This is an optimization exercise on Yosys and OpenROAD, whose aim is small area, a short achievable clock period and few clock cycles, not a production implementation. In this exercise RTL edits were held to simulation tests only and were not proved equivalent to the original. Power is estimated from default activity; no workload was simulated.

## design/flow/run.sh

```bash
#!/bin/bash
# synth_recipe.tcl (not shown) runs the flow's synth.tcl, then flattens the netlist and writes it again
# the make line also repeats each setting of config.mk as NAME=value (left out here)
make -C /OpenROAD-flow-scripts/flow DESIGN_CONFIG=/design/flow/config.mk WORK_HOME=/design/flow/orfs CLKGATE_MAP_FILE= SYNTH_SCRIPT=/design/flow/synth_recipe.tcl finish
```

## design/flow/config.mk

```make
export PLATFORM = sky130hd
export DESIGN_NAME = mdu_iter
export DESIGN_NICKNAME = mdu_iter
export VERILOG_FILES = /design/flow/design.v
export SDC_FILE = /design/flow/constraint.sdc
export NUM_CORES = 4
export LEC_CHECK = 0
export CAP_MARGIN = 30
export CORE_MARGIN = 2
export CORE_UTILIZATION = 40
export SETUP_SLACK_MARGIN = 5
export SLEW_MARGIN = 30
```

## design/flow/constraint.sdc

```tcl
create_clock -name core_clock -period 10.0 [get_ports {clk}]
set_input_delay 2.0000 -clock core_clock [delete_from_list [all_inputs] [get_ports {clk}]]
set_output_delay 2.0000 -clock core_clock [all_outputs]
set_load 0.01 [all_outputs]
```

## design/flow/design.v

```verilog
module mdu_lzc64 (
  input  logic [63:0] t,
  output logic [6:0]  n     
);
  logic [31:0]      z1;
  logic [31:0]      c1;
  logic [15:0]      z2;
  logic [15:0][1:0] c2;
  logic [7:0]       z3;
  logic [7:0][2:0]  c3;
  logic [3:0]       z4;
  logic [3:0][3:0]  c4;
  logic [1:0]       z5;
  logic [1:0][4:0]  c5;
  always_comb begin
    for (int i = 0; i < 32; i++) begin
      z1[i] = ~t[2*i+1] & ~t[2*i];
      c1[i] = ~t[2*i+1];
    end
    for (int i = 0; i < 16; i++) begin
      z2[i] = z1[2*i+1] & z1[2*i];
      c2[i] = z1[2*i+1] ? {1'b1, c1[2*i]} : {1'b0, c1[2*i+1]};
    end
    for (int i = 0; i < 8; i++) begin
      z3[i] = z2[2*i+1] & z2[2*i];
      c3[i] = z2[2*i+1] ? {1'b1, c2[2*i]} : {1'b0, c2[2*i+1]};
    end
    for (int i = 0; i < 4; i++) begin
      z4[i] = z3[2*i+1] & z3[2*i];
      c4[i] = z3[2*i+1] ? {1'b1, c3[2*i]} : {1'b0, c3[2*i+1]};
    end
    for (int i = 0; i < 2; i++) begin
      z5[i] = z4[2*i+1] & z4[2*i];
      c5[i] = z4[2*i+1] ? {1'b1, c4[2*i]} : {1'b0, c4[2*i+1]};
    end
    if (z5[1] & z5[0]) n = 7'd64;
    else               n = z5[1] ? {2'b01, c5[0]} : {2'b00, c5[1]};
  end
endmodule
module mdu_iter #(
  parameter int XLEN = 64
) (
  input  logic            clk,
  input  logic            resetn,
  input  logic            in_valid,
  output logic            in_ready,
  input  logic [2:0]      op,
  input  logic            is_word,
  input  logic [XLEN-1:0] a,
  input  logic [XLEN-1:0] b,
  input  logic            flush,
  output logic            out_valid,
  input  logic            out_ready,
  output logic [XLEN-1:0] result
);
  localparam logic [1:0] M_MUL = 2'd0, M_DIV = 2'd1, M_FIN = 2'd2, M_NDIV = 2'd3;
  logic        c_valid, c_mul, c_word, c_hi, c_rem, c_sa, c_sb, c_nega, c_bz;
  logic [63:0] ca, cb;
  logic [6:0]  c_la, c_lb;
  logic        c_prep, p_swap, p_nar;    
  logic [6:0]  p_kk;
  logic [5:0]  p_cnt;
  logic         e_busy;
  logic [1:0]   e_mode;
  logic [5:0]   e_cnt;
  logic         e_word, e_hi, e_rem, e_neg;
  logic [127:0] acc;
  logic [67:0]  mq;
  logic [64:0]  xr;
  logic [16:0]  dm1;                    
  logic [18:0]  dm3;                    
  logic         b_one, b_two, b_neg;    
  logic         h_one, h_two, h_neg;    
  logic        accept;
  logic        i_mul, i_sgna, i_sgnb, i_sa, i_sb;
  logic [63:0] xa, xb;
  logic [6:0]  i_la, i_lb;
  always_comb begin
    i_mul  = ~op[2];
    i_sgna = i_mul ? (op[1:0] != 2'd3) : ~op[0];
    i_sgnb = i_mul ? ~op[1] : ~op[0];
    if (is_word) begin
      i_sgna = i_mul | ~op[0];
      i_sgnb = i_mul | ~op[0];
    end
    xa   = is_word ? {{32{i_sgna & a[31]}}, a[31:0]} : a;
    xb   = is_word ? {{32{i_sgnb & b[31]}}, b[31:0]} : b;
    i_sa = i_sgna & xa[63];
    i_sb = i_sgnb & xb[63];
  end
  mdu_lzc64 u_lza (.t(xa ^ {64{i_sa}}), .n(i_la));
  mdu_lzc64 u_lzb (.t(xb ^ {64{i_sb}}), .n(i_lb));
  logic        c_negcyc, c_ready;
  logic [63:0] na;
  assign c_negcyc = c_valid & ~c_prep;
  assign c_ready  = c_valid & c_prep;
  assign na       = -ca;
  logic        nar;
  logic [5:0]  n2;
  logic [6:0]  lm, dsh, kk;
  logic [7:0]  dd;
  logic [5:0]  mj, m16;
  logic        swap;
  logic [63:0] rin, rot, mhi;
  always_comb begin
    swap = (c_la > c_lb);           
    lm   = swap ? c_la : c_lb;
    mj   = 6'((7'd64 - lm) >> 1);   
    m16  = (mj + 6'd2) >> 1;        
    dd   = {1'b0, c_lb} - {7'd0, c_lb[6]} - {1'b0, c_la} + {7'd0, c_sa} + 8'd1;
    dsh  = (dd[7] || dd == 8'd0) ? 7'd1 : dd[6:0];
    nar  = ({1'b0, c_lb} - {7'd0, c_lb[6]} >= 8'd48);
    n2   = 6'((dsh + 7'd1) >> 1);
    kk   = c_mul ? (7'd68 - {m16[4:0], 2'b00}) : nar ? (7'd64 - {n2, 1'b0}) : (7'd64 - dsh);
    rin  = (c_mul && !p_swap) ? cb : ca;
    rot  = rin;
    for (int i = 0; i < 6; i++)
      if (p_kk[i]) rot = (rot << (1 << i)) | (rot >> (64 - (1 << i)));
    for (int i = 0; i < 64; i++)
      mhi[i] = ~p_kk[6] & (7'(i) >= p_kk);
    dmld  = c_sb ? 17'(-cb[16:0]) : cb[16:0];
    mq_ld = {(p_kk == 7'd0) ? {4{p_swap ? c_sa : c_sb}} : rot[3:0], rot & mhi};
  end
  logic         last, step, r_free, consume, finish;
  logic [67:0]  mq_ld;
  logic [67:0]  sel0, sel1, pp0, pp1;
  logic [73:0]  wa, wb, wc, cs_s, cs_c, sum;
  logic [74:0]  sum_c;
  logic [67:0]  dsum;
  logic [69:0]  dsum_c;
  logic         qbit;
  logic [55:0]  up, up_i, up_d, up_n;
  logic [127:0] acc_mul;
  logic [63:0]  rem_n, quo_n, res_raw, res_w;
  logic [17:0]  nw;
  logic [19:0]  ns1, ns2, ns3;
  logic [1:0]   nq;
  logic [15:0]  nr;
  logic [16:0]  dmld;
  always_comb begin
    sel0 = b_one ? {{3{xr[64]}}, xr} : b_two ? {{2{xr[64]}}, xr, 1'b0} : 68'd0;
    pp0  = b_neg ? ~sel0 : sel0;
    sel1 = h_one ? {{3{xr[64]}}, xr} : h_two ? {{2{xr[64]}}, xr, 1'b0} : 68'd0;
    pp1  = h_neg ? ~sel1 : sel1;
    wa   = {2'b00, acc[67:0], 1'b0, h_neg, 1'b0, b_neg};
    wb   = {{4{pp1[67]}}, pp1, 2'b00};
    wc   = {{6{pp0[67]}}, pp0};
    cs_s = wa ^ wb ^ wc;
    cs_c = ((wa & wb) | (wa & wc) | (wb & wc)) << 1;
    sum_c = {1'b0, cs_s} + {1'b0, cs_c};
    sum   = sum_c[73:0];
    dsum_c = {1'b0, (e_mode == M_DIV) ? {3'b000, acc[63:0], mq[63]} : 68'd0, 1'b1} +
             {1'b0, pp0, b_neg};
    dsum   = dsum_c[68:1];
    up   = acc[123:68];
    up_i = up + 56'd1;
    up_d = up - 56'd1;
    up_n = sum[73] ? up_d : sum[72] ? up_i : up;
    acc_mul = {up_n, sum[71:0]};
    qbit  = ~dsum[67];
    rem_n = qbit ? dsum[63:0] : {acc[62:0], mq[63]};
    quo_n = {mq[62:0], qbit};
    nw  = {acc[15:0], mq[63:62]};
    ns1 = 20'(({2'b00, nw, 1'b1} + {~{3'b000, dm1}, 1'b1}) >> 1);
    ns2 = 20'(({2'b00, nw, 1'b1} + {~{2'b00, dm1, 1'b0}, 1'b1}) >> 1);
    ns3 = 20'(({2'b00, nw, 1'b1} + {~{1'b0, dm3}, 1'b1}) >> 1);
    if (!ns3[19]) begin
      nq = 2'd3; nr = ns3[15:0];
    end else if (!ns2[19]) begin
      nq = 2'd2; nr = ns2[15:0];
    end else if (!ns1[19]) begin
      nq = 2'd1; nr = ns1[15:0];
    end else begin
      nq = 2'd0; nr = nw[15:0];
    end
    if (e_mode == M_NDIV) begin
      rem_n = {48'd0, nr};
      quo_n = {mq[61:0], nq};
    end
    case (e_mode)
      M_MUL:   res_raw = e_hi ? acc_mul[127:64] : acc_mul[63:0];
      M_NDIV,
      M_DIV:   res_raw = e_rem ? rem_n : quo_n;
      default: res_raw = dsum[63:0];
    endcase
    res_w = e_word ? {{32{res_raw[31]}}, res_raw[31:0]} : res_raw;
  end
  function automatic logic [2:0] booth(input logic [2:0] t);
    booth = {t[1] ^ t[0], (t == 3'b100) | (t == 3'b011), t[2] & ~(t[1] & t[0])};
  endfunction
  logic div_neg;
  assign div_neg = ((e_mode == M_DIV) | (e_mode == M_NDIV)) & e_neg;
  assign last    = e_busy & (e_cnt == 6'd0) & ~div_neg;
  assign step    = e_busy & ~last;
  assign r_free  = ~out_valid | out_ready;
  assign finish  = last & r_free;
  assign consume = c_ready & (~e_busy | finish);
  assign accept  = in_valid & in_ready;
  logic c_valid_d, c_ready_d, e_busy_d, last_d, out_valid_d;
  always_comb begin
    c_valid_d = accept | (c_valid & ~consume);
    c_ready_d = ~accept & c_valid & ~consume;
    e_busy_d  = consume | (e_busy & ~finish);
    last_d    = ~consume & e_busy & ~finish &
                (last | ((e_cnt == 6'd1) & ~div_neg) | ((e_cnt == 6'd0) & div_neg));
    out_valid_d = finish | (out_valid & ~out_ready);
  end
  always_ff @(posedge clk or negedge resetn) begin
    if (!resetn) begin
      c_prep    <= 1'b0;
      c_valid   <= 1'b0;
      e_busy    <= 1'b0;
      out_valid <= 1'b0;
      in_ready  <= 1'b1;
    end else if (flush) begin
      c_prep    <= 1'b0;
      c_valid   <= 1'b0;
      e_busy    <= 1'b0;
      out_valid <= 1'b0;
      in_ready  <= 1'b1;
    end else begin
      c_valid   <= c_valid_d;
      e_busy    <= e_busy_d;
      out_valid <= out_valid_d;
      in_ready  <= ~c_valid_d | (c_ready_d & (~e_busy_d | (last_d & ~out_valid_d)));
      if (accept)        c_prep <= 1'b0;
      else if (c_valid)  c_prep <= 1'b1;
    end
  end
  always_ff @(posedge clk) begin
    if (accept) begin
      ca     <= xa;
      cb     <= xb;
      c_la   <= i_la;
      c_lb   <= i_lb;
      c_mul  <= i_mul;
      c_word <= is_word;
      c_hi   <= ~is_word & (op[1:0] != 2'd0);
      c_rem  <= op[1];
      c_sa   <= i_sa;
      c_sb   <= i_sb;
      c_nega <= ~i_mul & i_sa;
      c_bz   <= (xb == 64'd0);
    end else if (c_negcyc) begin
      if (c_nega & ~c_bz) ca <= na;
      p_kk   <= kk;
      p_swap <= swap;
      p_cnt  <= c_mul ? (m16 - 6'd1) : nar ? (n2 - 6'd1) : 6'(dsh - 7'd1);
      p_nar  <= nar;
    end
    if (consume) begin
      e_word <= c_word;
      e_hi   <= c_hi;
      e_rem  <= c_rem;
      if (c_mul) begin
        e_mode     <= M_MUL;
        e_cnt      <= p_cnt;
        acc        <= '0;
        mq         <= mq_ld;
        {h_one, h_two, h_neg} <= booth(mq_ld[67:65]);
        {b_one, b_two, b_neg} <= booth(mq_ld[65:63]);
        xr         <= p_swap ? {c_sb, cb} : {c_sa, ca};
        e_neg      <= 1'b0;
      end else if (c_bz) begin
        e_mode     <= M_FIN;
        e_cnt      <= 6'd0;
        xr         <= {1'b0, c_rem ? ca : {64{1'b1}}};
        e_neg      <= 1'b0;
        {b_one, b_two, b_neg} <= 3'b100;
      end else begin
        e_mode     <= p_nar ? M_NDIV : M_DIV;
        dm1        <= dmld;
        dm3        <= {2'b00, dmld} + {1'b0, dmld, 1'b0};
        e_cnt      <= p_cnt;
        acc[63:0]  <= rot & ~mhi;
        mq[63:0]   <= rot & mhi;
        xr         <= {c_sb, cb};
        {b_one, b_two, b_neg} <= {2'b10, ~c_sb};
        e_neg      <= c_rem ? c_sa : (c_sa ^ c_sb);
      end
    end else if (step) begin
      case (e_mode)
        M_MUL: begin
          acc   <= acc_mul;
          mq    <= {mq[63:0], 4'b0000};
          {h_one, h_two, h_neg} <= booth(mq[63:61]);
          {b_one, b_two, b_neg} <= booth(mq[61:59]);
          e_cnt <= e_cnt - 6'd1;
        end
        M_DIV, M_NDIV: begin
          acc[63:0] <= rem_n;
          mq[63:0]  <= quo_n;
          if (e_cnt == 6'd0) begin
            xr     <= {1'b0, e_rem ? rem_n : quo_n};
            e_mode <= M_FIN;
            {b_one, b_two, b_neg} <= 3'b101;
          end else begin
            e_cnt <= e_cnt - 6'd1;
          end
        end
        default: ;
      endcase
    end
    if (finish) result <= res_w;
  end
endmodule
```

==> run notes, run 1 <==
status=complete, no violations; clock tree from TritonCTS=built; Clock Path Buffers=3; Worst EP arrival=6230 ps; Syn-to-layout area delta=32.7%; gpl congestion=1.06; first-pass GRT wire length=412000 um; wire length per cell=33.1 um; initial antenna violation count=23; Clock Sinks=540; CP Class=reg2reg; main combinational cell family by area after synthesis=compound AO/OA/AOI/OAI gates; Avg Cell Area, Syn=8.39 um2; Core Footprint=140000 um2; critical path endpoint category=register; Root Driver=clkbuf_16; slowest stage delay, CP=810 ps; share of layout cells above drive strength 1=22.9%; PD cells=122 nW/um2; WL final=300000 um; synth warn=2; fin crit period=5880 ps; later-pin clock latency in the skew report=720 ps; maximum fanout along the worst path=6; Row Count=137; Initial DRC Count=8599; cell mode on critical path=buf_4; Synth Area in Compound Gates=22.2%; register bit total from synthesis=540; Synth area leader=edfxtp_1; # Max-Cap Violations=0; Finish-stage setup viols=0; hold buffer count at CTS=0; Yosys cell types=98; max_slew headroom=23.5%; chip height=379 um; Starting Density=40.3%; Overflow after GRT=0; CTS buffer count=71; Port Buf Inserts=202; global routing usage on met2=58.6%; VDD IR-drop max=0.128 mV; busiest layer in global routing=met2; EDFF count, synth=535; Clock Skew=50.0 ps; All-Layer GR Usage=39.9%; top cell type's share of synthesized area=28.5%; Synth Area in Adders=8.28%; largest net degree at the start of global routing=87; Syn Nets=7176; GR Util met1=52.6%; simple logic cell fraction of the synthesized area=17.3%; crit path cell chain=nor2b_4 > buf_12 > buf_12 > buf_16 > a22oi_1 > xnor2_1 > fa_1 > ha_4 > nand4_1 > nor4_1 > nand2_1 > buf_4 > nor2_1 > nand2_2 > buf_4 > buf_4 > nand2_2 > a21oi_2 > o21bai_4 > a311oi_2 > xor2_1 > buf_6 > o211ai_1; ys flop type=edfxtp_1; Sum Neg Setup Slack=0 ps; Worst Path Required=10350 ps; max-slew violations=0; io pins=203; P_leak=28.5 nW; period utilization=58.8%; DRC errors left=0; Vias/cell=6.57; Die Wd=379 um; nets=7608; Startpoint Class=register; TritonRoute pass-1 iters=11; Routed Antenna Nets=0; met3 usage=10.1%; Reg clk slew, reported paths=60 ps; sequential-to-total area share from yosys stat=28.8%; number of global-route vias before repair=55229; detailed-route via count=59696; synthesized area=56300 um2; final hold violation count=0; unrepaired setup endpoints after global routing=yes; CP max-delay cell=o211ai_1; Synth Instances=6713; Synth Area in XOR/XNOR=7.33%; HPWL after detailed placement=222000 um; asr flop ratio synth=0.926%; Least-Margin Pin Slew=1140 ps; full die area=144000 um2; HP Class=reg2reg; fmax=170 MHz; ranking of synthesized cells by area=edfxtp_1 29%, mux2i_1 11%, ha_1 5.6%, a21oi_1 5.0%, nand2_1 4.7%; multiplexer share of the synthesized area=11.5%; Pwr Total=0.00914 W; H-tree Lvls=3
[synth_stat cells, drive strengths merged (60+ instances only)]
cell    number
nor4        64
fa          75
o22ai       86
and2       112
xor2       185
o21ai      475
buf        109
nor3       185
nor2       526
ha         251
a31oi       86
o21bai      60
a21oi      567
a21o        92
nand3      133
a22oi       92
clkbuf     334
xnor2      284
edfxtp     535
nand4       79
inv        237
mux2i      623
nand2      709
a211oi      62
[worst max-delay path, delay by kind of cell (launching register included)]
kind	cells	cell delay (ps)
compound gates	5	1390
xor+xnor	2	470
fa+ha+maj	2	880
buf+inv	7	1080
flops	1	470
simple gates	7	1190
[final cells by class]
type                       count  area [um2]
clock inverter                44         499
multi-input combinational   5496       44500
clock buffer                  86        1880
inverter                     241         927
tap                         1876        2350
fill                       12589       64900
antenna                       13        32.5
sequential                   540       16200
timing repair buffer         795        8340
[layout by cell type, fill, tap and decap left out, types with 66 or more instances in the layout]
cell / instances
a21o_1: 91
a21oi_1: 478
a31oi_1: 66
and2_1: 106
buf_4: 362
buf_6: 139
clkbuf_16: 78
clkdlybuf4s50_1: 196
edfxtp_1: 535
ha_1: 168
ha_4: 68
inv_1: 226
mux2i_1: 569
nand2_1: 674
nand3_1: 121
nand4_1: 79
nor2_1: 467
nor3_1: 159
o21ai_0: 336
o21ai_1: 75
xnor2_1: 192
xnor2_2: 78
xor2_1: 153
[registers in the layout, indices dropped and copies added, names as in the netlist, 2 cells and up]
name and cells:
acc 124, c_la 7, c_lb 7, ca 64, cb 64, dm1 16, dm3 19, e_cnt 6
e_mode 2, mq 64, p_cnt 6, p_kk 7, result 64, xr 65
[power breakdown]
group | internal [W] | switching [W] | total, W
registers | 0.00263 | 0.000144 | 0.00277
clock network | 0.00148 | 0.00121 | 0.00269
logic | 0.00139 | 0.00229 | 0.00368
[metrics by stage]
| step | utilization [%] | worst slack [ps] | instances | hold slack, ps | area, um2 |
|---|---|---|---|---|---|
| final | 53.5 | 4120 | 9091 | 456 | 74800 |
| after floorplan | - | 4410 | 6713 | 400 | 56600 |
| after global routing | 53.5 | 4060 | 9087 | 461 | 74700 |
| after global placement | 43.1 | 2270 | 8459 | 433 | 60200 |
| after detailed placement | 43.2 | 2160 | 8460 | 442 | 60300 |
| after CTS | 50.1 | 4380 | 8899 | 455 | 70000 |
[timing repair]
action	4_1_cts	5_1_grt
setup buffers	281	169
pin swaps	180	272
resized for setup	854	636
gates cloned	28	8
endpoints found under the setup margin	307	310
[path summary, 6_finish.rpt]
| kind | startpoint | to | slack (ps) | cells past startpoint |
|---|---|---|---|---|
| worst max-delay path | b_one | result[5] | 4120 | 23 |
| worst min-delay path | c_hi | e_hi | 460 | 0 |
| worst max register to register | b_one | result[5] | 4120 | 23 |
| worst min register to register | c_hi | e_hi | 460 | 0 |
| max in group asynchronous | resetn | in_ready | 8200 | 1 |
| min in group asynchronous | resetn | c_prep | 1540 | 1 |
[logic make-up (layout without fill, tap and decap cells)]
family,after synthesis,in the layout
buf+inv,684,1166
mux,641,641
simple gates,2085,2092
xor+xnor,470,470
flops,540,540
compound gates,1965,1965
other cells,0,13
fa+ha+maj,328,328
[layer usage]
metal	vias to the layer above	wire (um)
met2	4079	124000
met1	28829	116000
li1	25871	-
met5	-	256
met4	16	23600
met3	901	36200
Testbench counts, summed over its fixed seeds: cycles 55,286.
==> run 2: changes to the inputs <==
--- a/design/flow/config.mk
+++ b/design/flow/config.mk
@@ -10,3 +10,4 @@
 export CORE_UTILIZATION = 40
 export SETUP_SLACK_MARGIN = 5
 export SLEW_MARGIN = 30
+export TNS_END_PERCENT = 5
==> run 2 against run 1 <==
  * Sequential cell count did not move
  * Routed wire length shrank 7.3%
  * Critical path type unchanged
  * Still clean on timing, DRC and antenna
  * Area after synthesis did not move
  * Cell count fell by 3.2%
  * Sequential power hardly changed
  * Synthesized cell count unchanged
  * Largest cell class unchanged
  * Sequential share of layout area is 2.4 points higher
==> run notes, run 2 <==
status=complete, no violations; Worst Path Required=10470 ps; hold path startpoint=c_word; P_leak=25.8 nW; first-pass GRT wire length=390000 um; synthesized area=56300 um2; top cell type's share of synthesized area=28.5%; Syn-to-layout area delta=19.5%; period utilization=59.5%; Die Wd=379 um; Clock Skew=43.2 ps; Row Count=137; fmax=168 MHz; placed cells=8455; WL final=279000 um; pre-CTS WS=2540 ps; max reg flops=124; # Max-Cap Violations=0; Least-Margin Pin Slew=1130 ps; reg2reg start=b_one; Biggest register=acc; CTS buffer count=71; unrepaired setup endpoints after global routing=yes; VDD IR-drop max=0.137 mV; Synth Area in Adders=8.28%; Avg Cell Area, Syn=8.39 um2; Vias/cell=6.50; Startpoint Class=register; register bit total from synthesis=540; Initial DRC Count=7596; most frequent cells after synthesis=709 x nand2_1, 623 x mux2i_1, 567 x a21oi_1; Cells on Worst Hold Path=0; TritonRoute pass-1 iters=10; final hold violation count=0; Worst EP arrival=6420 ps; Port Buf Inserts=202; CP Class=reg2reg; synth warn=2; Synth Area in Compound Gates=22.2%; later-pin clock latency in the skew report=690 ps; non-filler instance count after layout=8802; max-slew violations=0; main combinational cell family by area after synthesis=compound AO/OA/AOI/OAI gates; share of layout cells above drive strength 1=12.9%; chip height=379 um; io pins=203; H-tree Lvls=3; Syn Nets=7176; FILL cells=13476; Finish-stage setup viols=0; HP Class=reg2reg; Clock Path Buffers=3; Routed Antenna Nets=0; full die area=144000 um2; All-Layer GR Usage=37.6%; Synth area leader=edfxtp_1; maximum fanout along the worst path=7; Synth Instances=6713; Sum Neg Setup Slack=0 ps; initial antenna violation count=19; Largest regs=acc: 124 flops, xr: 65 flops; wire length per cell=31.6 um; largest net degree at the start of global routing=135; clock tree from TritonCTS=built; Starting Density=40.3%; most frequent cells in the layout=692 x nand2_1, 617 x mux2i_1, 535 x edfxtp_1; multiplexer share of the synthesized area=11.5%; asr flop ratio synth=0.926%; detailed-route via count=57234; number of global-route vias before repair=53139; HPWL after detailed placement=216000 um; Clock Sinks=540; worst reg2reg setup slack=4050 ps; ys flop type=edfxtp_1; DRC errors left=0; nets=7321; ranking of synthesized cells by area=edfxtp_1 29%, mux2i_1 11%, ha_1 5.6%, a21oi_1 5.0%, nand2_1 4.7%; max_slew headroom=23.8%; most frequent cell after synthesis=nand2_1; Hold Path End=e_word; most common library cell in the layout ignoring fill and taps=nand2_1; simple logic cell fraction of the synthesized area=17.3%; EDFF count, synth=535; Synth Area in XOR/XNOR=7.33%; min setup slack post-route=4050 ps; Yosys cell types=98; PD cells=128 nW/um2; sequential-to-total area share from yosys stat=28.8%; Reg2Reg Depth=22; Core Footprint=140000 um2; Overflow after GRT=0; r2r endpoint=xr[44]; Reg clk slew, reported paths=60 ps; fin crit period=5950 ps; critical path endpoint category=register; gpl congestion=1.06; hold buffer count at CTS=0; Root Driver=clkbuf_16
[run 2: cells by family after synthesis]
group,after synthesis
and+or+nand+nor,2085
AOI/OAI and AO/OA,1965
buffers and inverters,684
muxes,641
DFF,540
xor gates and xnor gates,470
adders and majority gates,328
[run 2: worst max-delay path, cell delays in order, from the launching register on]
cell      delay (ps)
edfxtp_1         410
buf_6            150
nor2b_4          150
buf_8            150
buf_12           110
buf_12           100
buf_16           140
a22oi_2           70
xnor2_2          180
buf_4            140
buf_4            120
ha_1             380
and3_1           200
nand2_1           90
nor3_1           580
a31oi_1          380
o21ai_0          510
a41oi_1          220
xnor2_1          560
mux2i_1          210
o22ai_1          470
nor2_1            90
a31oi_1          290
[run 2: stage by stage]
stage	hold WS (ps)	util [%]	cell area, um2	total power [W]
floorplan	400	-	56300	0.00454
global placement	484	42.9	60000	0.00558
detailed placement	485	43.0	60000	0.00560
CTS	495	47.2	66000	0.00844
global route	506	48.2	67300	0.00889
finish	488	48.2	67300	0.00863
[run 2: worst max path at each step]
| stage | from | end | slack [ps] | cells past startpoint |
|---|---|---|---|---|
| 6_report | b_one | xr[44] | 4050 | 22 |
| 3_5_place_dp | b_one | result[57] | 2540 | 19 |
| 4_1_cts | b_one | result[35] | 4320 | 24 |
| 5_1_grt | b_one | result[57] | 4060 | 26 |
| 3_3_place_gp | h_two | result[57] | 2400 | 18 |
| 2_1_floorplan | out_ready | acc[0] | 3650 | 8 |
[run 2: final cells by class]
cell class,instances,area (um2),area share (%)
Antenna cell,12,30.0,0.0446
Clock buffer,86,1890,2.81
Clock inverter,43,448,0.666
Inverter,241,922,1.37
Multi-Input combinational cell,5493,40500,60.1
Sequential cell,540,16200,24.1
Tap cell,1876,2350,3.49
Timing Repair Buffer,511,5010,7.44
[run 2: power breakdown]
group	internal, W	switching, W
Sequential	0.00263	0.000139
Clock	0.00152	0.00113
Combinational	0.00113	0.00208
Total	0.00527	0.00335
[run 2: timing repair]
| action | in CTS | in global routing |
|---|---|---|
| pin swaps | 131 | 59 |
| gates resized for setup | 421 | 154 |
| buffers inserted | 142 | 43 |
| cloned | 16 | 2 |
| hold endpoints to repair | 0 | 0 |
| setup endpoints to repair | 306 | 314 |
[run 2: per-layer routing]
layer | track usage (%) | share of wire (%) | wire [um] | vias up
li1 | - | - | - | 25248
met1 | 49.7 | 39 | 110000 | 27772
met2 | 56.2 | 42 | 118000 | 3522
met3 | 9.08 | 12 | 32000 | 684
met4 | 20.7 | 6.8 | 18900 | 8
met5 | 0.172 | 0.018 | 50 | -
==> run 3: changes to the inputs <==
--- a/design/flow/config.mk
+++ b/design/flow/config.mk
@@ -8,6 +8,6 @@
 export CAP_MARGIN = 30
 export CORE_MARGIN = 2
 export CORE_UTILIZATION = 40
-export SETUP_SLACK_MARGIN = 5
+export SETUP_SLACK_MARGIN = 3
 export SLEW_MARGIN = 30
 export TNS_END_PERCENT = 5
==> run 3 against run 2 <==
  * Routed wire length down 7.3%
  * Area after synthesis is the same
  * Worst setup slack worse by 1000 ps
  * Global-route usage fell by 2.7 points
  * Sequential power about the same
  * Hold slack got worse by 71 ps
  * Sequential cell count unchanged
  * Die area stayed put
==> run notes, run 3 <==
Sum Neg Setup Slack=0 ps; maximum fanout along the worst path=23; P_leak=24.1 nW; full die area=144000 um2; Yosys cell types=98; fmax=144 MHz; chip height=379 um; largest net degree at the start of global routing=132; HPWL after detailed placement=203000 um; Biggest register=acc; number of global-route vias before repair=51441; DRC errors left=0; initial antenna violation count=16; WL final=258000 um; Routed Antenna Nets=0; asr flop ratio synth=0.926%; final core occ=44.9%; first-pass GRT wire length=366000 um; FILL cells=13697; HP Class=reg2reg; Clock Skew=36.6 ps; ranking of synthesized cells by area=edfxtp_1 29%, mux2i_1 11%, ha_1 5.6%, a21oi_1 5.0%, nand2_1 4.7%; unrepaired setup endpoints after global routing=yes; Die Wd=379 um; Synth area leader=edfxtp_1; share of layout cells above drive strength 1=5.52%; detailed-route via count=55774; Core Footprint=140000 um2; Worst EP arrival=7370 ps; H-tree Lvls=3; CP Class=reg2reg; Avg Cell Area, Syn=8.39 um2; synth warn=2; Synth Instances=6713; Finish-stage setup viols=0; Largest regs=acc: 124 flops, xr: 65 flops; All-Layer GR Usage=34.9%; PD cells=133 nW/um2; crit path cell chain=buf_4 > nor2b_4 > and2_1 > ha_1 > nand4_1 > nor4_1 > nand2_1 > a211oi_1 > o211ai_1 > a31oi_1 > o21ai_0 > xnor2_1 > mux2_2 > and3_1 > o21ai_0 > a31oi_1; ys flop type=edfxtp_1; Row Count=137; max reg flops=124; final hold violation count=0; Syn-to-layout area delta=11.4%; CTS buffer count=70; Root Driver=clkbuf_16; Reg clk slew, reported paths=70 ps; io pins=203; Startpoint Class=register; hold buffer count at CTS=0; clock tree from TritonCTS=built; Vias/cell=6.47; critical path endpoint category=register; max-slew violations=0; CP max-delay cell=a211oi_1; Worst Path Required=10400 ps; non-filler instance count after layout=8623; nets=7143; most frequent cells in the layout=703 x nand2_1, 621 x mux2i_1, 565 x a21oi_1; Clock Path Buffers=3; Initial DRC Count=8488; gpl congestion=1.13; register bit total from synthesis=540; Syn Nets=7176; period utilization=69.7%; most frequent cell after synthesis=nand2_1; sequential-to-total area share from yosys stat=28.8%; placed cells=8467; slowest stage delay, CP=790 ps; TritonRoute pass-1 iters=8; Starting Density=40.3%; synthesized area=56300 um2; # Max-Cap Violations=0; EDFF count, synth=535; max_slew headroom=26.8%; most frequent cells after synthesis=709 x nand2_1, 623 x mux2i_1, 567 x a21oi_1; most common library cell in the layout ignoring fill and taps=nand2_1; fin crit period=6970 ps; VDD IR-drop max=0.105 mV; status=complete, no violations; Least-Margin Pin Slew=1090 ps; Overflow after GRT=0; Clock Sinks=540; Port Buf Inserts=202; wire length per cell=29.9 um; top cell type's share of synthesized area=28.5%; later-pin clock latency in the skew report=710 ps
[run 3: final cells by class]
class / count / area, um2 / share of cell area, %
inverter: 241 / 918 / 1.46
clock inverter: 47 / 561 / 0.893
antenna: 11 / 27.5 / 0.0439
sequential: 540 / 16200 / 25.8
clock buffer: 81 / 1810 / 2.89
tap: 1876 / 2350 / 3.74
multi-input combinational: 5491 / 37800 / 60.2
timing repair buffer: 336 / 3100 / 4.94
[run 3: worst paths after layout]
check | startpoint | endpoint | slack (ps) | cells past startpoint
min | c_hi | e_hi | 420 | 0
min in group asynchronous | resetn | c_valid | 1550 | 1
min reg2reg | c_hi | e_hi | 420 | 0
max in group asynchronous | resetn | in_ready | 8160 | 1
max reg2reg | e_mode[0] | result[54] | 3030 | 16
max | e_mode[0] | result[54] | 3030 | 16
[run 3: metal layers]
layer,global-route usage [%],share of wire (%),up-vias,routed length [um]
met3,9.90,12,656,31500
met4,22.0,7.5,16,19400
met5,0,0.036,-,93
met1,45.4,39,26751,101000
li1,-,-,24861,-
met2,50.7,41,3490,107000
[run 3: report_power, final]
part	internal (W)	total (W)	switching (W)	leakage [nW]
clock	0.00153	0.00271	0.00117	1.14
sequential	0.00263	0.00277	0.000138	5.01
combinational	0.000947	0.00290	0.00195	17.9
total	0.00511	0.00838	0.00326	24.1
[run 3: kinds of logic after synthesis]
family | count (synthesis) | share of synthesized area [%]
and+or+nand+nor | 2085 | 17.3
AOI/OAI and AO/OA | 1965 | 22.2
buffers and inverters | 684 | 4.70
muxes | 641 | 11.5
DFF | 540 | 28.8
xor gates and xnor gates | 470 | 7.33
adders and majority gates | 328 | 8.28
[run 3: repair_timing]
action                     in CTS  in global routing
resized for setup               4                 15
buffers inserted                2                 11
pin swaps                       0                  2
setup endpoints to repair      58                 83
cloned                          1                  1
[run 3: through the flow]
stage	area (um2)	total power, W	hold WS (ps)	worst slack (ps)
after floorplan	56300	0.00454	400	3620
after global placement	60000	0.00553	416	2690
after detailed placement	60100	0.00556	405	2610
after CTS	62500	0.00825	418	2900
after global routing	62700	0.00862	431	2980
final	62700	0.00838	418	3030
[run 3: worst max-delay path: cells and delay by family (launching register included)]
family	cells	cell delay (ps)
XOR/XNOR	1	250
AO/OA/AOI/OAI	6	2850
buffers and inverters	1	390
flip-flops	1	340
multiplexers	1	310
adder cells (fa/ha/maj)	1	310
AND/OR/NAND/NOR	6	2160
==> run 4: changes to the inputs <==
--- a/design/flow/config.mk
+++ b/design/flow/config.mk
@@ -8,6 +8,6 @@
 export CAP_MARGIN = 30
 export CORE_MARGIN = 2
 export CORE_UTILIZATION = 40
-export SETUP_SLACK_MARGIN = 3
+export SETUP_SLACK_MARGIN = 4
 export SLEW_MARGIN = 30
 export TNS_END_PERCENT = 5
==> run 4 against run 3 <==
  * Hold slack gained 41 ps
  * Still clean
  * Total power grew 0.89%
  * Cell count grew 0.15%
  * Clock-buffer cell count grew 5
==> run notes, run 4 <==
status=complete, no violations; PD cells=133 nW/um2; placed inst area=60000 um2; EDFF count, synth=535; top cell type's share of synthesized area=28.5%; sequential share of power=32.7%; Overflow after GRT=0; nets=7158; Starting Density=40.3%; Synth Area in XOR/XNOR=7.33%; Root Driver=clkbuf_16; most frequent cells in the layout=703 x nand2_1, 622 x mux2i_1, 562 x a21oi_1; io pins=203; All-Layer GR Usage=35.5%; highest metal used=met5; DRC errors left=0; Die Wd=379 um; FILL cells=13695; Clock Path Buffers=3; Synth area leader=edfxtp_1; share of layout cells above drive strength 1=6.89%; Syn Nets=7176; full die area=144000 um2; VDD IR-drop max=0.0972 mV; Syn-to-layout area delta=13.0%; most frequent cell after synthesis=nand2_1; Avg Cell Area, Syn=8.39 um2; max_slew headroom=21.6%; sequential-to-total area share from yosys stat=28.8%; ranking of synthesized cells by area=edfxtp_1 29%, mux2i_1 11%, ha_1 5.6%, a21oi_1 5.0%, nand2_1 4.7%; Reg2Reg Depth=18; period utilization=61.0%; first-pass GRT wire length=372000 um; simple logic cell fraction of the synthesized area=17.3%; NetSw=0.00323 W; Sum Neg Setup Slack=0 ps; Port Buf Inserts=202; HPWL after detailed placement=208000 um; Initial DRC Count=7796; max reg flops=124; WL met2=110000 um; Int Pwr=0.00522 W; Combinational Power Share=34.8%; HP Class=reg2reg; initial antenna violation count=22; wire length per cell=30.6 um; Cells on Worst Hold Path=0; synth warn=2; Reg clk slew, reported paths=60 ps; WL met3=31100 um; Largest regs=acc: 124 flops, xr: 65 flops; CP Class=reg2reg; Finish-stage setup viols=0; critical path endpoint category=register; design area=63600 um2; Synth Instances=6713; fmax=164 MHz; H-tree Lvls=3; Worst EP arrival=6480 ps; worst reg2reg setup slack=3900 ps; Routed Antenna Nets=0; largest net degree at the start of global routing=157; gpl congestion=1.10; hold path startpoint=c_word; Clk pwr share=32.5%; asr flop ratio synth=0.926%; register bit total from synthesis=540; Worst Path Required=10370 ps; multiplexer share of the synthesized area=11.5%; Least-Margin Pin Slew=1170 ps; number of global-route vias before repair=51717; most common library cell in the layout ignoring fill and taps=nand2_1; most frequent cells after synthesis=709 x nand2_1, 623 x mux2i_1, 567 x a21oi_1; clock tree from TritonCTS=built; Yosys cell types=98; fin crit period=6100 ps; Core Footprint=140000 um2; main combinational cell family by area after synthesis=compound AO/OA/AOI/OAI gates; ys flop type=edfxtp_1; Clock Skew=31.1 ps; unrepaired setup endpoints after global routing=yes; TritonRoute pass-1 iters=7; P_leak=24.4 nW; maximum fanout along the worst path=45; # Max-Cap Violations=0; synthesized area=56300 um2; Metal-1 WL=105000 um; Startpoint Class=register; Biggest register=acc; chip height=379 um; sw frac=38.2%; Clock Sinks=540; detailed-route via count=56300; hold_ws=458 ps; Hold Path End=e_word; Row Count=137; CTS buffer count=72; max-slew violations=0; later-pin clock latency in the skew report=700 ps; Synth Area in Compound Gates=22.2%; Synth Area in Adders=8.28%; final hold violation count=0; WL final=264000 um; Vias/cell=6.52; r2r endpoint=result[20]; reg2reg start=e_mode[1]
## run 4: cell counts after synthesis
Identical to the previous run, type by type.
## run 4: critical path, cell delays in order, from the launching register on
cell and delay [ps]:
edfxtp_1 410, buf_6 250, nor2b_4 310, buf_6 410, and2_1 200, ha_1 310, a21oi_1 200, o21ai_0 370
a221oi_1 430, o21bai_1 170, a21oi_1 270, o21ai_0 220, a211oi_4 210, buf_4 190, buf_12 230, mux2i_1 290
o22ai_1 170, a222oi_1 790, o21ai_0 220
## run 4: cells by family (layout without fill, tap and decap cells)
logic type	after synthesis	count (layout)
other	0	9
buffers and inverters	684	719
AND/OR/NAND/NOR	2085	2088
XOR/XNOR	470	470
multiplexers	641	641
adder cells (fa/ha/maj)	328	328
flip-flops	540	540
AO/OA/AOI/OAI	1965	1965
## run 4: how the worst max path moves through the flow
| stage | startpoint | depth (start not counted) | slack, ps | to |
|---|---|---|---|---|
| 3_5_place_dp | b_two | 18 | 2640 | result[3] |
| 2_1_floorplan | out_ready | 8 | 3650 | acc[0] |
| 3_3_place_gp | b_two | 18 | 2680 | result[3] |
| 5_1_grt | b_one | 21 | 3790 | result[19] |
| 6_report | e_mode[1] | 18 | 3900 | result[20] |
| 4_1_cts | b_one | 18 | 3960 | result[25] |
## run 4: final cells by class
class / instances / area (um2) / area share (%)
Clock inverter: 44 / 539 / 0.848
Sequential cell: 540 / 16200 / 25.5
Tap cell: 1876 / 2350 / 3.69
Inverter: 241 / 916 / 1.44
Timing Repair Buffer: 348 / 3380 / 5.31
Multi-Input combinational cell: 5492 / 38300 / 60.3
Antenna cell: 9 / 22.5 / 0.0354
Clock buffer: 86 / 1880 / 2.95
## run 4: power groups by stage
| stage | Clock, W | Sequential [W] | Combinational (W) |
|---|---|---|---|
| after CTS | 0.00275 | 0.00276 | 0.00278 |
| after floorplan | 0 | 0.00274 | 0.00180 |
| final | 0.00274 | 0.00277 | 0.00294 |
| after global routing | 0.00284 | 0.00277 | 0.00308 |
| after global placement | 0 | 0.00280 | 0.00272 |
| after detailed placement | 0 | 0.00280 | 0.00274 |
## run 4: metal layers
metal / vias to the layer above / GRT usage [%]
met2: 3583 / 52.2
met4: 26 / 20.1
met3: 669 / 9.18
li1: 24909 / -
met1: 27113 / 47.0
met5: - / 0.652
## run 4: per-stage QoR
step	worst slack, ps	power (W)	util, %	std cells
final	3900	0.00845	45.5	8636
after global routing	3790	0.00869	45.5	8633
after CTS	3960	0.00829	45.1	8610
after detailed placement	2640	0.00555	43.0	8451
after global placement	2680	0.00553	42.9	8447
after floorplan	3650	0.00454	-	6713
## run 4: repair_timing
| action | 4_1_cts | 5_1_grt |
|---|---|---|
| cloned | 3 | 2 |
| hold endpoints to repair | 0 | 0 |
| resized for setup | 62 | 75 |
| pin swaps | 13 | 16 |
| endpoints found under the setup margin | 245 | 129 |
| hold buffers | 0 | 0 |
| buffers inserted | 26 | 14 |
==> run 5: changes to the inputs <==
--- a/design/flow/config.mk
+++ b/design/flow/config.mk
@@ -7,7 +7,7 @@
 export LEC_CHECK = 0
 export CAP_MARGIN = 30
 export CORE_MARGIN = 2
-export CORE_UTILIZATION = 40
+export CORE_UTILIZATION = 50
 export SETUP_SLACK_MARGIN = 4
 export SLEW_MARGIN = 30
 export TNS_END_PERCENT = 5
==> run 5 against run 4 <==
  * Hold slack lost 19 ps
  * Sequential cell count is the same
  * Routed wire length grew 1.8%
  * Die area shrank 20%
  * Final area shrank 0.97%
  * Area after synthesis is the same
  * Via count grew 1.7%
  * First-iteration DRC count grew 21%
  * Clock-buffer cell count shrank 5
  * Sequential share of layout area grew 0.25 points
  * Critical path depth shrank 3
==> run notes, run 5 <==
max reg flops=124; EDFF count, synth=535; largest net degree at the start of global routing=130; Synth Instances=6713; WL final=269000 um; Least-Margin Pin Slew=1120 ps; full die area=115000 um2; Startpoint Class=register; wire length per cell=32.6 um; Reg2Reg Depth=15; DRC errors left=0; detailed-route via count=57276; CP Class=reg2reg; Clock Skew=36.8 ps; period utilization=62.9%; final core occ=56.2%; number of global-route vias before repair=52591; Port Buf Inserts=202; synthesized area=56300 um2; Yosys cell types=98; Die Wd=340 um; Sum Neg Setup Slack=0 ps; slowest stage delay, CP=930 ps; maximum fanout along the worst path=44; Initial DRC Count=9399; hold_ws=440 ps; CTS buffer count=70; Overflow after GRT=0; Syn Nets=7176; Vias/cell=6.93; asr flop ratio synth=0.926%; crit path cell chain=buf_4 > nor2b_4 > buf_4 > and2_1 > ha_1 > nand2_1 > nor2_1 > and3_1 > nand3_1 > o21ai_0 > o31ai_1 > o41ai_1 > xor2_1 > a211oi_1 > a41oi_1; PD cells=132 nW/um2; hold buffer count at CTS=0; clock tree from TritonCTS=built; top cell type's share of synthesized area=28.5%; Worst Path Required=10500 ps; synth warn=2; Synth area leader=edfxtp_1; fmax=159 MHz; Avg Cell Area, Syn=8.39 um2; ranking of synthesized cells by area=edfxtp_1 29%, mux2i_1 11%, ha_1 5.6%, a21oi_1 5.0%, nand2_1 4.7%; Cells on Worst Hold Path=0; io pins=203; later-pin clock latency in the skew report=690 ps; final hold violation count=0; Largest regs=acc: 124 flops, xr: 65 flops; cell mode on critical path=buf_4; Root Driver=clkbuf_16; first-pass GRT wire length=380000 um; initial antenna violation count=29; most frequent cells in the layout=701 x nand2_1, 622 x mux2i_1, 562 x a21oi_1; Routed Antenna Nets=0; ys flop type=edfxtp_1; nets=7158; TritonRoute pass-1 iters=16; most frequent cells after synthesis=709 x nand2_1, 623 x mux2i_1, 567 x a21oi_1; Worst EP arrival=6790 ps; Finish-stage setup viols=0; max_slew headroom=24.6%; # Max-Cap Violations=0; min setup slack post-route=3710 ps; critical path endpoint category=register; Clock Sinks=540; max-slew violations=0; All-Layer GR Usage=44.9%; chip height=340 um; Syn-to-layout area delta=11.9%; share of layout cells above drive strength 1=7.08%; Reg clk slew, reported paths=60 ps; sequential-to-total area share from yosys stat=28.8%; fin crit period=6290 ps; Biggest register=acc; HP Class=reg2reg; VDD IR-drop max=0.121 mV; gpl congestion=1.15; Row Count=123; H-tree Lvls=3; Core Footprint=112000 um2; most frequent cell after synthesis=nand2_1; pre-CTS WS=2720 ps; most common library cell in the layout ignoring fill and taps=nand2_1; Clock Path Buffers=3; unrepaired setup endpoints after global routing=yes; status=complete, no violations; CP max-delay cell=o21ai_0; HPWL after detailed placement=211000 um; Starting Density=50.3%; P_leak=24.3 nW; register bit total from synthesis=540
==> run 5: cell counts after synthesis <==
No cell type changed its count.
==> run 5: logic make-up (layout without fill, tap and decap cells) <==
logic type      after synthesis  in the layout  share of synthesized area, %
simple gates               2085           2086                          17.3
compound gates             1965           1965                          22.2
buf+inv                     684            719                          4.70
mux                         641            641                          11.5
flops                       540            540                          28.8
xor+xnor                    470            470                          7.33
fa+ha+maj                   328            328                          8.28
other cells                   0             11                             0
==> run 5: worst paths after layout <==
path	from	end	slack, ps
min in group asynchronous	resetn	c_prep	1540
worst max-delay path	e_mode[0]	xr[57]	3710
max in group asynchronous	resetn	in_ready	8190
worst min register to register	c_word	e_word	440
worst max register to register	e_mode[0]	xr[57]	3710
worst min-delay path	c_word	e_word	440
==> run 5: metal layers <==
layer / vias to the layer above / routed length, um / track usage (%)
li1: 24905 / - / -
met1: 27326 / 104000 / 59.4
met2: 4169 / 109000 / 64.1
met3: 840 / 37600 / 15.6
met4: 36 / 18400 / 24.5
met5: - / 253 / 0
==> run 5: where the power goes <==
| part | switching (W) | internal, W |
|---|---|---|
| sequential | 0.000140 | 0.00263 |
| clock | 0.00114 | 0.00148 |
| combinational | 0.00195 | 0.000984 |
==> run 5: what timing repair did <==
item                       4_1_cts  5_1_grt
setup endpoints to repair      246      159
cloned                           3        1
pin swaps                        9       14
resized for setup               46       96
buffers inserted                18       22
==> run 5: stage by stage <==
| stage | power [W] | instance area, um2 | instances |
|---|---|---|---|
| floorplan | 0.00454 | 56300 | 6713 |
| global route | 0.00854 | 63000 | 8251 |
| detailed placement | 0.00552 | 59600 | 8079 |
| global placement | 0.00550 | 59500 | 8076 |
| finish | 0.00832 | 63000 | 8260 |
| CTS | 0.00813 | 62300 | 8226 |
==> run 5: layout make-up <==
cell class | instances | area, um2
multi-input combinational | 5490 | 38300
sequential | 540 | 16200
tap | 1500 | 1880
clock inverter | 45 | 469
fill | 10469 | 49000
timing repair buffer | 352 | 3380
clock buffer | 81 | 1810
antenna | 11 | 27.5
inverter | 241 | 917
==> run 5: critical path: cells and delay by family, from the launching register on <==
family	cells	cell delay, ps
XOR/XNOR	1	660
buffers and inverters	2	800
AO/OA/AOI/OAI	5	1990
adder cells (fa/ha/maj)	1	310
flip-flops	1	450
AND/OR/NAND/NOR	6	1830
==> run 6: changes to the inputs <==
--- a/design/flow/config.mk
+++ b/design/flow/config.mk
@@ -7,7 +7,7 @@
 export LEC_CHECK = 0
 export CAP_MARGIN = 30
 export CORE_MARGIN = 2
-export CORE_UTILIZATION = 50
-export SETUP_SLACK_MARGIN = 4
+export CORE_UTILIZATION = 40
+export SETUP_SLACK_MARGIN = 4.5
 export SLEW_MARGIN = 30
 export TNS_END_PERCENT = 5
==> run 6 against run 5 <==
  * Area after synthesis is the same
  * Cell count grew 6.2%
  * Global-route usage shrank 8.6 points
  * Utilization shrank 8.5 points
  * Largest cell class unchanged
  * Sequential cell count is the same
  * Hold slack gained 16 ps
  * Routed wire length grew 1.0%
  * Largest power group unchanged
  * Maximum frequency grew 8.8%
  * Still clean
==> run notes, run 6 <==
reg2reg start=b_one; Avg Cell Area, Syn=8.39 um2; # Max-Cap Violations=0; slowest stage delay, CP=590 ps; synthesized area=56300 um2; Buf/Inv on CP=4; Syn-to-layout area delta=18.4%; CP top delay family=compound AO/OA/AOI/OAI gates; final core occ=47.7%; CP max-delay cell=o21ai_0; Worst Path Required=10500 ps; maximum fanout along the worst path=36; EDFF count, synth=535; P_leak=25.5 nW; Initial DRC Count=8098; fin crit period=5780 ps; Clock Skew=29.7 ps; Reg2Reg Depth=17; Routed Antenna Nets=0; Overflow after GRT=0; ranking of synthesized cells by area=edfxtp_1 29%, mux2i_1 11%, ha_1 5.6%, a21oi_1 5.0%, nand2_1 4.7%; Row Count=137; Largest regs=acc: 124 flops, xr: 65 flops; HP Class=reg2reg; Port Buf Inserts=202; Syn Nets=7176; most common library cell in the layout ignoring fill and taps=nand2_1; Biggest register=acc; first-pass GRT wire length=380000 um; Root Driver=clkbuf_16; Yosys cell types=98; max_slew headroom=22.8%; All-Layer GR Usage=36.4%; Worst EP arrival=6280 ps; unrepaired setup endpoints after global routing=yes; initial antenna violation count=20; WL final=272000 um; crit path cell chain=buf_4 > buf_6 > buf_16 > a22oi_1 > xnor2_1 > buf_4 > ha_1 > and2_1 > and4_1 > and3_1 > nand3_1 > o21ai_0 > o31ai_1 > o41ai_1 > xor2_1 > a211oi_2 > a41oi_1; chip height=379 um; critical path endpoint category=register; DRC errors left=0; TritonRoute pass-1 iters=7; register bit total from synthesis=540; CP Class=reg2reg; VDD IR-drop max=0.0983 mV; CP Depth=17; Clock Path Buffers=3; top cell type's share of synthesized area=28.5%; later-pin clock latency in the skew report=700 ps; sequential-to-total area share from yosys stat=28.8%; fmax=173 MHz; status=complete, no violations; nets=7295; period utilization=57.8%; gpl congestion=1.10; most frequent cell after synthesis=nand2_1; Cells on Worst Hold Path=0; HPWL after detailed placement=208000 um; synth warn=2; Finish-stage setup viols=0; Core Footprint=140000 um2; Synth Instances=6713; Die Wd=379 um; final hold violation count=0; wire length per cell=31.0 um; PD cells=130 nW/um2; CTS buffer count=72; full die area=144000 um2; share of layout cells above drive strength 1=12.0%; Sum Neg Setup Slack=0 ps; detailed-route via count=57497; hold path startpoint=c_word; ys flop type=edfxtp_1; asr flop ratio synth=0.926%; clock tree from TritonCTS=built; Least-Margin Pin Slew=1130 ps; max-slew violations=0; max reg flops=124; largest net degree at the start of global routing=157; Vias/cell=6.55; io pins=203; Clock Sinks=540; Synth area leader=edfxtp_1; most frequent cells after synthesis=709 x nand2_1, 623 x mux2i_1, 567 x a21oi_1; Reg clk slew, reported paths=60 ps; Starting Density=40.3%; H-tree Lvls=3; number of global-route vias before repair=52907; CP startpoint=b_one; cell mode on critical path=buf_4; most frequent cells in the layout=692 x nand2_1, 615 x mux2i_1, 540 x a21oi_1; Startpoint Class=register
[run 6: cell types whose count changed in the layout (fill, tap and decap cells not counted), sizes merged, moves of 3 or more]
cell,previous run,this run
buf,147,274
bufbuf,2,6
clkbuf,83,88
bufinv,6,10
clkinv,32,29
[run 6: worst paths after layout]
path	slack (ps)	to
worst max-delay path	4220	xr[57]
worst min-delay path	460	e_word
worst max register to register	4220	xr[57]
worst min register to register	460	e_word
max in group asynchronous	8180	in_ready
min in group asynchronous	1550	c_valid
[run 6: per-stage QoR]
| step | total power [W] | std cells | instance area [um2] | hold WS (ps) | worst slack (ps) |
|---|---|---|---|---|---|
| final | 0.00864 | 8773 | 66700 | 456 | 4220 |
| after global routing | 0.00888 | 8770 | 66700 | 470 | 4170 |
| after CTS | 0.00844 | 8724 | 65600 | 459 | 4450 |
| after detailed placement | 0.00555 | 8451 | 60000 | 442 | 2640 |
| after global placement | 0.00553 | 8447 | 59900 | 424 | 2680 |
| after floorplan | 0.00454 | 6713 | 56300 | 400 | 3650 |
[run 6: cell type report]
class	count	area, um2
diodes	9	22.5
flip-flops and latches	540	16200
clock buffers	86	1880
repair buffers	483	4730
fillers	13423	73000
clock inverters	44	539
inverters	241	918
multi-input cells	5494	40100
well taps	1876	2350
[run 6: power by group]
group	internal [W]	leakage (nW)	switching, W
registers	0.00263	5.01	0.000136
logic	0.00110	19.3	0.00203
clock network	0.00161	1.16	0.00114
[run 6: cell families after synthesis]
kind of cell	Yosys count	share of synthesized area (%)
multiplexers	641	11.5
AO/OA/AOI/OAI	1965	22.2
XOR/XNOR	470	7.33
adder cells (fa/ha/maj)	328	8.28
AND/OR/NAND/NOR	2085	17.3
buffers and inverters	684	4.70
flip-flops	540	28.8
[run 6: worst register-to-register path, cell delays in order, from the launching register on]
cell and delay [ps]:
edfxtp_1 450, buf_4 180, buf_6 120, buf_16 210, a22oi_1 280, xnor2_1 160, buf_4 170, ha_1 470
and2_1 300, and4_1 420, and3_1 230, nand3_1 180, o21ai_0 600, o31ai_1 230, o41ai_1 540, xor2_1 550
a211oi_2 210, a41oi_1 280
[run 6: routing by layer]
metal  track usage (%)  part of all wire, %
met5             0.652                0.089
met2              53.5                   41
met1              47.2                   39
met4              21.9                  7.7
met3              10.2                   12
[run 6: what timing repair did]
action                     in CTS  in global routing
buffers inserted              130                 34
gates resized for setup       368                163
pin swaps                      90                 60
hold buffers                    0                  0
gates cloned                   13                  4
setup endpoints to repair     268                195
==> run 7: changes to the inputs <==
--- a/design/flow/config.mk
+++ b/design/flow/config.mk
@@ -8,6 +8,6 @@
 export CAP_MARGIN = 30
 export CORE_MARGIN = 2
 export CORE_UTILIZATION = 40
-export SETUP_SLACK_MARGIN = 4.5
+export SETUP_SLACK_MARGIN = 4.75
 export SLEW_MARGIN = 30
 export TNS_END_PERCENT = 5
==> run 7 against run 6 <==
  * Still clean
  * Maximum frequency increased by 0.12%
  * Clock skew is 3.9 ps lower
  * Non-clock buffer count increased by 59
  * Combinational power up 3%
  * Die area stayed put
  * Critical path depth is 1 lower
  * Via count increased by 0.54%
  * Area after synthesis is the same
  * Register-to-register slack barely moved
==> run notes, run 7 <==
Reg clk slew, reported paths=60 ps; TritonRoute pass-1 iters=9; ranking of synthesized cells by area=edfxtp_1 29%, mux2i_1 11%, ha_1 5.6%, a21oi_1 5.0%, nand2_1 4.7%; slowest stage delay, CP=550 ps; full die area=144000 um2; PD cells=128 nW/um2; synth warn=2; hold buffer count at CTS=0; # Max-Cap Violations=0; Startpoint Class=register; EDFF count, synth=535; synthesized area=56300 um2; later-pin clock latency in the skew report=690 ps; Buf/Inv on CP=4; Syn Nets=7176; number of global-route vias before repair=53407; Synth area leader=edfxtp_1; Core Footprint=140000 um2; CTS buffer count=72; maximum fanout along the worst path=44; clock tree from TritonCTS=built; chip height=379 um; Overflow after GRT=0; design area=67900 um2; global routing usage on met2=53.3%; Avg Cell Area, Syn=8.39 um2; register bit total from synthesis=540; Worst EP arrival=6170 ps; GR Util met1=47.6%; asr flop ratio synth=0.926%; Clock Path Buffers=3; fmax=173 MHz; Largest regs=acc: 124 flops, xr: 65 flops; Yosys cell types=98; Port Buf Inserts=202; top cell type's share of synthesized area=28.5%; detailed-route via count=57806; P_leak=26.0 nW; max_slew headroom=23.2%; largest net degree at the start of global routing=157; final hold violation count=0; Worst Path Required=10390 ps; non-filler instance count after layout=8838; most frequent cells in the layout=691 x nand2_1, 614 x mux2i_1, 535 x edfxtp_1; first-pass GRT wire length=383000 um; nets=7353; Finish-stage setup viols=0; cell mode on critical path=mux2i_1; placed inst area=60000 um2; fin crit period=5770 ps; Synth Instances=6713; Root Driver=clkbuf_16; Vias/cell=6.54; io pins=203; HPWL after detailed placement=208000 um; initial antenna violation count=21; Biggest register=acc; CP max-delay cell=o32ai_1; Routed Antenna Nets=0; Clock Sinks=540; Sum Neg Setup Slack=0 ps; final core occ=48.6%; sequential-to-total area share from yosys stat=28.8%; gpl congestion=1.10; Syn-to-layout area delta=20.6%; Row Count=137; All-Layer GR Usage=36.7%; VDD IR-drop max=0.0987 mV; wire length per cell=31.0 um; unrepaired setup endpoints after global routing=yes; share of layout cells above drive strength 1=13.6%; ys flop type=edfxtp_1; DRC errors left=0; status=complete, no violations; most frequent cell after synthesis=nand2_1; CP top delay family=multiplexers; placed cells=8451; period utilization=57.7%; H-tree Lvls=3; Starting Density=40.3%; max-slew violations=0; CP Class=reg2reg; critical path endpoint category=register; crit path cell chain=buf_4 > inv_1 > nor2_4 > buf_6 > mux2i_1 > mux2i_1 > mux2i_1 > mux2i_1 > mux2i_1 > mux2i_1 > mux2i_1 > a21oi_1 > inv_1 > ha_1 > mux2i_1 > o32ai_1; met3 usage=10.2%; HP Class=reg2reg; most common library cell in the layout ignoring fill and taps=nand2_1; Least-Margin Pin Slew=1140 ps; most frequent cells after synthesis=709 x nand2_1, 623 x mux2i_1, 567 x a21oi_1; WL final=274000 um; Die Wd=379 um; max reg flops=124; Initial DRC Count=8214; busiest layer in global routing=met2; Clock Skew=25.8 ps
run 7: cell count changes in the layout (fill, tap and decap cells not counted), sizes merged:
cell | before | now
diode | 9 | 16
clkbuf | 88 | 87
bufbuf | 6 | 7
buf | 274 | 333
nor2 | 529 | 528
run 7: timing repair:
| action | in CTS | in global routing |
|---|---|---|
| resized for setup | 457 | 203 |
| buffers inserted | 172 | 47 |
| pin swaps | 127 | 75 |
| endpoints found under the setup margin | 269 | 254 |
| gates cloned | 19 | 0 |
run 7: cell type report:
type / count / area (um2)
Fill cell: 13252 / 71800
Multi-Input combinational cell: 5493 / 40700
Sequential cell: 540 / 16200
Timing Repair Buffer: 542 / 5320
Tap cell: 1876 / 2350
Clock buffer: 86 / 1880
Inverter: 241 / 918
Clock inverter: 44 / 539
Antenna cell: 16 / 40.0
run 7: worst register-to-register path, cell delays in order (launching register included):
cell and delay [ps]:
edfxtp_1 330, buf_4 350, inv_1 470, nor2_4 490
buf_6 480, mux2i_1 520, mux2i_1 170, mux2i_1 460
mux2i_1 210, mux2i_1 300, mux2i_1 150, mux2i_1 500
a21oi_1 200, inv_1 90, ha_1 140, mux2i_1 80
o32ai_1 550
run 7: final timing paths:
check	start	to	slack [ps]	cells after the start
setup / recovery	c_mul	b_two	4230	16
hold / removal	c_word	e_word	460	0
setup reg to reg	c_mul	b_two	4230	16
hold reg to reg	c_word	e_word	460	0
max in group asynchronous	resetn	in_ready	8180	1
min in group asynchronous	resetn	e_busy	1550	1
run 7: report_power, final:
| group | internal, W | switching (W) | leakage (nW) |
|---|---|---|---|
| registers | 0.00263 | 0.000136 | 5.01 |
| logic | 0.00114 | 0.00206 | 19.8 |
| clock network | 0.00161 | 0.00113 | 1.16 |
run 7: cells by family (layout without fill, tap and decap cells):
kind of cell / Yosys count / after routing / synth area share, %
AND/OR/NAND/NOR: 2085 / 2089 / 17.3
adder cells (fa/ha/maj): 328 / 328 / 8.28
XOR/XNOR: 470 / 470 / 7.33
multiplexers: 641 / 641 / 11.5
AO/OA/AOI/OAI: 1965 / 1965 / 22.2
flip-flops: 540 / 540 / 28.8
buffers and inverters: 684 / 913 / 4.70
other: 0 / 16 / 0
run 7: per-stage QoR:
step / setup slack [ps] / total power [W] / hold WS (ps)
6_report: 4230 / 0.00872 / 458
5_1_grt: 4180 / 0.00895 / 470
4_1_cts: 4490 / 0.00848 / 459
3_5_place_dp: 2640 / 0.00555 / 442
3_3_place_gp: 2680 / 0.00553 / 424
2_1_floorplan: 3650 / 0.00454 / 400
run 7: metal layers:
layer	vias up	share of wire (%)	wire length, um
met2	3915	41	113000
met1	27706	38	105000
met3	835	12	34200
li1	25338	-	-
met4	12	7.9	21600
met5	-	0.16	439
==> run 8: changes to the inputs <==
==> design/flow/config.mk (replaced) <==
export PLATFORM = sky130hd
export DESIGN_NAME = mdu_iter
export DESIGN_NICKNAME = mdu_iter
export VERILOG_FILES = /design/flow/design.v
export SDC_FILE = /design/flow/constraint.sdc
export NUM_CORES = 4
export LEC_CHECK = 0
export CAP_MARGIN = 20
export CORE_MARGIN = 2
export CORE_UTILIZATION = 40
export SETUP_SLACK_MARGIN = 4
export SLEW_MARGIN = 20
export TNS_END_PERCENT = 5
==> run 8 against run 7 <==
  * Still clean on timing, DRC and antenna
  * Cell count decreased by 2.1%
  * Sequential share of layout area increased by 1.5 points
  * Global-route usage decreased by 1.2 points
  * Non-clock buffer count decreased by 181
  * Largest cell class unchanged
  * Highest routed layer unchanged
==> run notes, run 8 <==
sw frac=38.5%; first-pass GRT wire length=371000 um; top cell type's share of synthesized area=28.5%; ranking of synthesized cells by area=edfxtp_1 29%, mux2i_1 11%, ha_1 5.6%, a21oi_1 5.0%, nand2_1 4.7%; # Max-Cap Violations=0; Synth Instances=6713; synthesized area=56300 um2; placed inst area=60000 um2; Least-Margin Pin Slew=1300 ps; design area=63900 um2; Clock Path Buffers=3; later-pin clock latency in the skew report=700 ps; final hold violation count=0; critical path endpoint category=register; Startpoint Class=register; share of layout cells above drive strength 1=7.63%; CTS buffer count=72; CP Class=reg2reg; Row Count=137; Routed Antenna Nets=0; Clock Sinks=540; Syn-to-layout area delta=13.6%; period utilization=62.4%; Worst EP arrival=6670 ps; Syn Nets=7176; Worst Path Required=10430 ps; full die area=144000 um2; Int Pwr=0.00518 W; Largest regs=acc: 124 flops, xr: 65 flops; All-Layer GR Usage=35.5%; clock tree from TritonCTS=built; P_leak=24.5 nW; wire length per cell=30.5 um; most common library cell in the layout ignoring fill and taps=nand2_1; asr flop ratio synth=0.926%; Biggest register=acc; synth warn=2; max_slew headroom=12.7%; EDFF count, synth=535; fmax=160 MHz; most frequent cells in the layout=702 x nand2_1, 621 x mux2i_1, 555 x a21oi_1; max-slew violations=0; io pins=203; Vias/cell=6.52; max reg flops=124; Die Wd=379 um; number of global-route vias before repair=51772; Sum Neg Setup Slack=0 ps; WL final=264000 um; fin crit period=6240 ps; NetSw=0.00325 W; maximum fanout along the worst path=16; Starting Density=40.3%; detailed-route via count=56444; DRC errors left=0; register bit total from synthesis=540; Reg clk slew, reported paths=60 ps; nets=7171; Core Footprint=140000 um2; gpl congestion=1.10; VDD IR-drop max=0.148 mV; Root Driver=clkbuf_16; largest net degree at the start of global routing=157; Initial DRC Count=8310; unrepaired setup endpoints after global routing=yes; most frequent cell after synthesis=nand2_1; ys flop type=edfxtp_1; sequential share of power=32.8%; chip height=379 um; Overflow after GRT=0; TritonRoute pass-1 iters=10; most frequent cells after synthesis=709 x nand2_1, 623 x mux2i_1, 567 x a21oi_1; HPWL after detailed placement=208000 um; Yosys cell types=98; Clk pwr share=32.2%; hold buffer count at CTS=0; initial antenna violation count=21; Port Buf Inserts=202; PD cells=132 nW/um2; HP Class=reg2reg; sequential-to-total area share from yosys stat=28.8%; status=complete, no violations; Avg Cell Area, Syn=8.39 um2; Combinational Power Share=35.0%; Finish-stage setup viols=0; H-tree Lvls=3; Clock Skew=70.4 ps; Synth area leader=edfxtp_1
==> run 8: cell count changes in the layout (fill, tap and decap cells not counted), sizes merged <==
| cell | delta |
|---|---|
| dlygate4sd2 | -1 |
| clkinv | +7 |
| bufbuf | -6 |
| buf | -176 |
| diode | -4 |
| or3 | -1 |
| bufinv | -2 |
| clkdlybuf4s50 | +1 |
| clkinvlp | -1 |
| inv | -1 |
==> run 8: stage by stage <==
| step | power, W | hold WS (ps) | setup WS [ps] | util, % | cells |
|---|---|---|---|---|---|
| floorplan | 0.00454 | 400 | 3650 | - | 6713 |
| detailed placement | 0.00554 | 423 | 2640 | 42.9 | 8448 |
| global route | 0.00868 | 452 | 3740 | 45.8 | 8650 |
| CTS | 0.00826 | 438 | 3970 | 45.1 | 8607 |
| global placement | 0.00553 | 424 | 2680 | 42.9 | 8447 |
| finish | 0.00843 | 432 | 3760 | 45.8 | 8654 |
==> run 8: worst max-delay path: stages, from the launching register on <==
cell and delay [ps]:
edfxtp_1 410, inv_2 430, nand2_4 380, nor2_1 200
ha_2 340, and2_1 180, and3_1 200, a221o_1 310
a31o_2 270, a31oi_1 930, o21ai_0 530, o31ai_1 550
xor2_1 370, nor2_1 70, a21oi_1 270, o221a_2 370
a31oi_1 120
==> run 8: path summary, 6_finish.rpt <==
path	slack, ps	from	cells past startpoint	endpoint
worst max-delay path	3760	e_mode[1]	16	result[53]
worst min-delay path	430	c_word	0	e_word
worst max register to register	3760	e_mode[1]	16	result[53]
worst min register to register	430	c_word	0	e_word
max in group asynchronous	8150	resetn	1	in_ready
min in group asynchronous	1560	resetn	1	e_busy
==> run 8: layout make-up <==
| class | instances | area (um2) |
|---|---|---|
| clock buffers | 85 | 1870 |
| clock inverters | 47 | 547 |
| well taps | 1876 | 2350 |
| fillers | 13681 | 75800 |
| multi-input cells | 5492 | 38600 |
| flip-flops and latches | 540 | 16200 |
| diodes | 12 | 30.0 |
| inverters | 241 | 916 |
| repair buffers | 361 | 3450 |
==> run 8: power by group through the flow <==
stage	clock (W)	combinational [W]	sequential [W]
after floorplan	0	0.00180	0.00274
after global placement	0	0.00272	0.00280
after detailed placement	0	0.00274	0.00281
after CTS	0.00273	0.00278	0.00276
after global routing	0.00282	0.00309	0.00277
final	0.00272	0.00295	0.00277
==> run 8: kinds of logic after synthesis <==
logic type      after synthesis  share of synthesized area (%)
simple gates               2085                           17.3
compound gates             1965                           22.2
buf+inv                     684                           4.70
mux                         641                           11.5
flops                       540                           28.8
xor+xnor                    470                           7.33
fa+ha+maj                   328                           8.28
==> run 8: per-layer routing <==
metal	global-route usage (%)	wire [um]	vias to the layer above
met5	0	224	-
met4	20.0	17800	20
met3	10.4	31400	709
met2	52.1	110000	3583
met1	46.5	105000	27162
li1	-	-	24970
==> run 8: repair_timing <==
action	4_1_cts	5_1_grt
endpoints found under the hold margin	0	0
cloned	3	2
resized for setup	66	122
setup endpoints to repair	246	132
setup buffers	24	33
pin swaps	10	33

-- separate check: timing with driven ports --
Ports are ideal in the flow. The routed layouts listed here were re-timed in OpenROAD. Step 1 assumes that a clkbuf_16 drives the clock port and a buf_2 every other input. Step 2 times the ports against the registers' clock, not the clock port: input delays grow and output delays shrink by t, the midpoint of the rising clock arrivals with the driver on. a / b / c = ideal ports / drivers / drivers and shift; a / b = the first two.
run	shift t [ns]	setup slack, ns	worst setup path at the end	latest minus earliest clock arrival (ns)
run 1	0.792	4.115 / 4.115 / 4.115	register to register	0.052 / 0.052
run 2	0.760	4.054 / 4.054 / 3.481	input to register	0.045 / 0.044
run 3	0.776	3.032 / 3.032 / 3.032	register to register	0.037 / 0.037
run 4	0.765	3.896 / 3.896 / 3.493	input to register	0.032 / 0.032
run 5	0.756	3.714 / 3.714 / 3.390	input to register	0.037 / 0.036
run 6	0.768	4.220 / 4.220 / 3.629	input to register	0.030 / 0.030
run 7	0.768	4.228 / 4.228 / 3.629	input to register	0.026 / 0.026
run 8	0.753	3.761 / 3.761 / 3.361	input to register	0.070 / 0.070
After both steps every run listed still meets setup and hold. For run 7, which loses most, drivers alone change the setup slack by 0.000 ns; drivers and shift together by -0.599 ns.
